Background: an optimization exercise with open tools, aiming at small area and a short achievable clock period. Do not read the settings as production practice.
Where RTL was checked, it was by simulation tests only, not by an equivalence proof against the original.
No driver is modelled on the clock port, so clock power and skew are understated where the tree is cut down; a real chip needs a root buffer or a tree.
Power figures rest on the tool's default switching activity, not on a simulated workload.

Setup of rev 12:
Design generic_fifo, start of the top module:
module generic_fifo #(
    parameter int DEPTH      = 16,
    parameter int COUNT_SIZE = (DEPTH <= 1) ? 1 : $clog2(DEPTH)
) (
    input  logic                  aclk,
    input  logic                  resetn,
    input  logic                  push,
    input  logic                  pop,
    output logic [COUNT_SIZE-1:0] wr_ptr,
    output logic [COUNT_SIZE-1:0] rd_ptr,
    output logic                  full,
    output logic                  empty,
    input  utils_pkg::packet_t    data_in,
    output utils_pkg::packet_t    data_out
);
==> module fifo_rowctl, before the edit <==
module fifo_rowctl (
    input  logic pop,
    input  logic vld_here,
    input  logic vld_above,
    input  logic vld_above_n,      
    output logic hold,
    output logic shift,
    output logic load
);
    assign hold  = !pop && vld_here;
    assign shift = pop && vld_above;
    assign load  = !vld_here || (pop && vld_above_n);
endmodule
==> flow/config.mk <==
export PLATFORM = sky130hd
export DESIGN_NAME = generic_fifo
export DESIGN_NICKNAME = generic_fifo
export VERILOG_FILES = /design/flow/design.v
export SDC_FILE = /design/flow/constraint.sdc
export NUM_CORES = 4
export LEC_CHECK = 0
export CAP_MARGIN = 20
export CORE_MARGIN = 2
export CORE_UTILIZATION = 40
export SETUP_SLACK_MARGIN = 3.7
export SLEW_MARGIN = 20
export SYNTH_HIERARCHICAL = 1
export SYNTH_MINIMUM_KEEP_SIZE = 0
==> flow/constraint.sdc <==
create_clock -name core_clock -period 6.0 [get_ports {aclk}]
set_input_delay 1.2000 -clock core_clock [delete_from_list [all_inputs] [get_ports {aclk}]]
set_output_delay 1.2000 -clock core_clock [all_outputs]
set_load 0.01 [all_outputs]
standard.sh (not shown) runs the stock make flow with config.mk's settings and CLKGATE_MAP_FILE= SYNTH_SCRIPT=/design/flow/synth_recipe.tcl, a recipe that flattens the netlist after the stock synthesis.
==> flow/flow/run.sh <==
#!/bin/bash
# Own flow: the standard layout, except that the clock tree is built by flow/mycts.tcl
# (two buffer levels, four roots on aclk) in place of TritonCTS, and the port buffers start as
# buf_1. Each step's output goes to a
# log file of its own in this folder; ORFS's per-stage logs stay under orfs/logs/.
set -euo pipefail
here=$(pwd)
export PRE_CTS_TCL="$here/flow/mycts.tcl"
# port buffers start at the smallest buffer; timing repair upsizes the ones on critical paths
export BUFFER_PORTS_ARGS="-inputs -outputs -buffer_cell sky130_fd_sc_hd__buf_1"
bash standard.sh synth > "$here/flow_synth.log" 2>&1
bash standard.sh floorplan > "$here/flow_floorplan.log" 2>&1
bash standard.sh place > "$here/flow_place.log" 2>&1
bash standard.sh cts > "$here/flow_cts.log" 2>&1
bash standard.sh finish > "$here/flow_finish.log" 2>&1
test -f out/final.def
Other scripts of this flow, unchanged in this note and not shown: flow/flow/mycts.tcl
#### Input delta (rev 13 over rev 12)
--- a/flow/design.v
+++ b/flow/design.v
@@ -57,11 +57,20 @@
     output logic hold,
     output logic shift,
     output logic load
 );
+    logic pop_to_free;             
     assign hold  = !pop && vld_here;
     assign shift = pop && vld_above;
-    assign load  = !vld_here || (pop && vld_above_n);
+    fifo_nand2 u_free (.a(pop), .b(vld_above_n), .y(pop_to_free));
+    fifo_nand2 u_load (.a(vld_here), .b(pop_to_free), .y(load));
+endmodule
+module fifo_nand2 (
+    input  logic a,
+    input  logic b,
+    output logic y
+);
+    assign y = !(a && b);
 endmodule
 module fifo_rowctl_top (
     input  logic pop,
     input  logic vld_here,
Results
met4 as the highest layer used for signal routing was reported by rev 12, and met5 by rev 13.
Rev 13 — synthesized cell count about 1.4% higher, rev 12 as reference
Net switching power figure: rev 13 better than rev 12
Rev 13 against rev 12: total nets after synthesis has increased; number of global-route vias before repair decreased 1,278; utilization has decreased.
For rev 13, only the layout was checked, not whether the RTL still works. No run of this note takes its clock network from TritonCTS; it comes from the design's own scripts or RTL.

## the baseline
generic_fifo, a different RTL version from the one above (not shown whole).
For scale: roughly 4,300 cells after synthesis, ~1,400 flip-flops, roughly 48,000 um2 of cells after synthesis.
// generic_fifo
module generic_fifo #(
    parameter int DEPTH      = 16,
    parameter int COUNT_SIZE = (DEPTH <= 1) ? 1 : $clog2(DEPTH)
) (
    input  logic                  aclk,
    input  logic                  resetn,
    input  logic                  push,
    input  logic                  pop,
    output logic [COUNT_SIZE-1:0] wr_ptr,
    output logic [COUNT_SIZE-1:0] rd_ptr,
    output logic                  full,
    output logic                  empty,
    input  utils_pkg::packet_t    data_in,
    output utils_pkg::packet_t    data_out
);
==> module generic_fifo, before the edit <==
module generic_fifo #(
    parameter int DEPTH      = 16,
    parameter int COUNT_SIZE = (DEPTH <= 1) ? 1 : $clog2(DEPTH)
) (
    input  logic                  aclk,
    input  logic                  resetn,
    input  logic                  push,
    input  logic                  pop,
    output logic [COUNT_SIZE-1:0] wr_ptr,
    output logic [COUNT_SIZE-1:0] rd_ptr,
    output logic                  full,
    output logic                  empty,
    input  utils_pkg::packet_t    data_in,
    output utils_pkg::packet_t    data_out
);
    localparam int W = $bits(data_in);
    logic [W-1:0]     mem     [DEPTH];
    logic [W-1:0]     mem_n   [DEPTH];     
    logic [W-1:0]     mem_nxt [DEPTH];
    logic [W-1:0]     din_n;
    logic [DEPTH:0]   vld;                 
    logic [DEPTH-1:0] vld_nxt;
    logic             nonempty;
    logic             do_push;
    logic             do_pop;
    assign vld[DEPTH] = 1'b0;
    assign empty      = !nonempty;
    assign do_push    = push && (!vld[DEPTH-1] || pop);
    assign do_pop     = pop && vld[0];
    assign data_out   = mem[0];
    fifo_ptr #(.DEPTH(DEPTH), .COUNT_SIZE(COUNT_SIZE)) u_wr_ptr (
        .aclk   (aclk),
        .resetn (resetn),
        .adv    (do_push),
        .ptr    (wr_ptr)
    );
    fifo_ptr #(.DEPTH(DEPTH), .COUNT_SIZE(COUNT_SIZE)) u_rd_ptr (
        .aclk   (aclk),
        .resetn (resetn),
        .adv    (do_pop),
        .ptr    (rd_ptr)
    );
    always_comb begin
        vld_nxt = vld[DEPTH-1:0];
        if (do_push && !do_pop)
            vld_nxt = {vld[DEPTH-2:0], 1'b1};
        else if (do_pop && !do_push)
            vld_nxt = {1'b0, vld[DEPTH-1:1]};
    end
    always_ff @(posedge aclk or negedge resetn) begin
        if (!resetn)
            vld[DEPTH-1:0] <= '0;
        else
            vld[DEPTH-1:0] <= vld_nxt;
    end
    fifo_flag u_full (
        .aclk   (aclk),
        .resetn (resetn),
        .d      (vld_nxt[DEPTH-1]),
        .q      (full)
    );
    fifo_flag u_nonempty (
        .aclk   (aclk),
        .resetn (resetn),
        .d      (vld_nxt[0]),
        .q      (nonempty)
    );
    localparam int NSPLIT = 3;
    localparam int SLICE  = (W + NSPLIT - 1) / NSPLIT;
    logic [NSPLIT-1:0] sel_hold  [DEPTH];
    logic [NSPLIT-1:0] sel_shift [DEPTH];
    logic [NSPLIT-1:0] sel_load  [DEPTH];
    for (genvar i = 0; i < DEPTH; i++) begin : g_ctl
        for (genvar k = 0; k < NSPLIT; k++) begin : g_copy
            if (i < DEPTH - 1) begin : g_mid
                fifo_rowctl u_ctl (
                    .pop       (pop),
                    .vld_here  (vld[i]),
                    .vld_above (vld[i+1]),
                    .vld_above_n (!vld[i+1]),
                    .hold      (sel_hold[i][k]),
                    .shift     (sel_shift[i][k]),
                    .load      (sel_load[i][k])
                );
            end else begin : g_top
                fifo_rowctl_top u_ctl (
                    .pop      (pop),
                    .vld_here (vld[i]),
                    .hold     (sel_hold[i][k])
                );
                assign sel_shift[i][k] = 1'b0;
                assign sel_load[i][k]  = !sel_hold[i][k];
            end
        end
    end
    assign din_n = ~data_in;
    for (genvar i = 0; i < DEPTH; i++) begin : g_row
        assign mem_n[i] = ~mem[i];
        for (genvar b = 0; b < W; b++) begin : g_bit
            if (i < DEPTH - 1) begin : g_mid
                fifo_sel3n u_sel (
                    .a_n   (mem_n[i][b]),
                    .a_sel (sel_hold[i][b / SLICE]),
                    .b_n   (mem_n[i+1][b]),
                    .b_sel (sel_shift[i][b / SLICE]),
                    .c_n   (din_n[b]),
                    .c_sel (sel_load[i][b / SLICE]),
                    .y     (mem_nxt[i][b])
                );
            end else begin : g_top
                fifo_sel2n u_sel (
                    .a_n   (mem_n[i][b]),
                    .a_sel (sel_hold[i][b / SLICE]),
                    .c_n   (din_n[b]),
                    .y     (mem_nxt[i][b])
                );
            end
        end
    end
    always_ff @(posedge aclk) begin
        for (int i = 0; i < DEPTH; i++)
            mem[i] <= mem_nxt[i];
    end
endmodule
export LEC_CHECK = 0
export CAP_MARGIN = 20
export CORE_MARGIN = 2
export CORE_UTILIZATION = 40
export SETUP_SLACK_MARGIN = 3.7
export SLEW_MARGIN = 20
export SYNTH_HIERARCHICAL = 1
export SYNTH_MINIMUM_KEEP_SIZE = 0
create_clock -name core_clock -period 6.0 [get_ports {aclk}]
Scripts as last shown in full above: flow/flow/run.sh
Other scripts of this flow, unchanged in this note and not shown: flow/flow/mycts.tcl
The inputs of the candidate differ from those of the baseline as listed below.
diff --git a/flow/design.v b/flow/design.v
--- a/flow/design.v
+++ b/flow/design.v
@@ -49,20 +49,22 @@
 );
     assign y = !(a_sel ? a_n : c_n);
 endmodule
 module fifo_rowctl (
     input  logic pop,
+    input  logic pop_n,
     input  logic vld_here,
+    input  logic vld_here_n,
     input  logic vld_above,
-    input  logic vld_above_n,      
+    input  logic vld_above_n,
     output logic hold,
     output logic shift,
     output logic load
 );
-    assign hold  = !pop && vld_here;
-    assign shift = pop && vld_above;
-    assign load  = !vld_here || (pop && vld_above_n);
+    assign hold  = !(pop || vld_here_n);
+    assign shift = !(pop_n || vld_above_n);
+    assign load  = !(vld_here && (pop_n || vld_above));
 endmodule
 module fifo_rowctl_top (
     input  logic pop,
     input  logic vld_here,
     output logic hold
@@ -102,14 +104,16 @@
     logic [W-1:0]     mem_n   [DEPTH];     
     logic [W-1:0]     mem_nxt [DEPTH];
     logic [W-1:0]     din_n;
     logic [DEPTH:0]   vld;                 
     logic [DEPTH-1:0] vld_nxt;
+    logic             pop_n;
     logic             nonempty;
     logic             do_push;
     logic             do_pop;
     assign vld[DEPTH] = 1'b0;
+    assign pop_n      = !pop;
     assign empty      = !nonempty;
     assign do_push    = push && (!vld[DEPTH-1] || pop);
     assign do_pop     = pop && vld[0];
     assign data_out   = mem[0];
     fifo_ptr #(.DEPTH(DEPTH), .COUNT_SIZE(COUNT_SIZE)) u_wr_ptr (
@@ -147,22 +151,24 @@
         .aclk   (aclk),
         .resetn (resetn),
         .d      (vld_nxt[0]),
         .q      (nonempty)
     );
-    localparam int NSPLIT = 3;
+    localparam int NSPLIT = 4;
     localparam int SLICE  = (W + NSPLIT - 1) / NSPLIT;
     logic [NSPLIT-1:0] sel_hold  [DEPTH];
     logic [NSPLIT-1:0] sel_shift [DEPTH];
     logic [NSPLIT-1:0] sel_load  [DEPTH];
     for (genvar i = 0; i < DEPTH; i++) begin : g_ctl
         for (genvar k = 0; k < NSPLIT; k++) begin : g_copy
             if (i < DEPTH - 1) begin : g_mid
                 fifo_rowctl u_ctl (
-                    .pop       (pop),
-                    .vld_here  (vld[i]),
-                    .vld_above (vld[i+1]),
+                    .pop         (pop),
+                    .pop_n       (pop_n),
+                    .vld_here    (vld[i]),
+                    .vld_here_n  (!vld[i]),
+                    .vld_above   (vld[i+1]),
                     .vld_above_n (!vld[i+1]),
                     .hold      (sel_hold[i][k]),
                     .shift     (sel_shift[i][k]),
                     .load      (sel_load[i][k])
                 );
Findings:
Comparing the candidate and the baseline, the lower share of cell area taken by multi-input logic gates was measured on the baseline.
Area used by sequential logic in the layout: the candidate vs the baseline, no meaningful difference
The candidate vs the baseline — logic gate share of total power rose 0.8 points.
From the baseline to the candidate the numbers moved as follows: global-route usage over all layers has increased; data required time at the worst endpoint has increased.
On final instance area, the candidate does worse than the baseline.
[diff] setup slack after layout, the candidate relative to the baseline: regression
The baseline ended up with full as its capture point of the critical path; the candidate ended up with vld[0].
The candidate ended with every stage complete and zero timing, DRC or antenna violations.
Summary: with the baseline as the reference, gate count of the mapped netlist in the candidate moved up slightly.
Compared the candidate vs the baseline, and final period utilization is up in the candidate.
No functional check of the RTL was part of any run of this note. No run of this note takes its clock network from TritonCTS; it comes from the design's own scripts or RTL.

==> what the ideal ports hide <==
In the flow no input, the clock included, has a driving cell. The finished layouts below were timed again as built, in two steps. Step 1 assumes that a clkbuf_16 drives the clock port and a buf_2 every other input. Step 2 times the ports against the registers' clock, not the clock port: input delays grow and output delays shrink by t, the midpoint of the rising clock arrivals with the driver on. a / b / c = ideal / step 1 / step 2; a / b = the first two.
run	shift t [ns]	setup slack, ns	worst setup path at the end	latest minus earliest clock arrival (ns)	worst data-port slew with drivers (ns)
rev 12	0.594	3.708 / 3.560 / 3.239	input to register	0.024 / 0.024	0.07
rev 13	0.595	3.695 / 3.558 / 3.210	input to register	0.026 / 0.026	0.21
the baseline	0.603	3.711 / 3.562 / 3.088	input to register	0.031 / 0.031	0.22
the candidate	0.592	3.629 / 3.582 / 3.100	input to register	0.020 / 0.020	0.09
After both steps every run listed still meets setup and hold. The setup slack of the baseline, which loses most, moves by -0.149 ns with the drivers and by -0.623 ns with both steps.
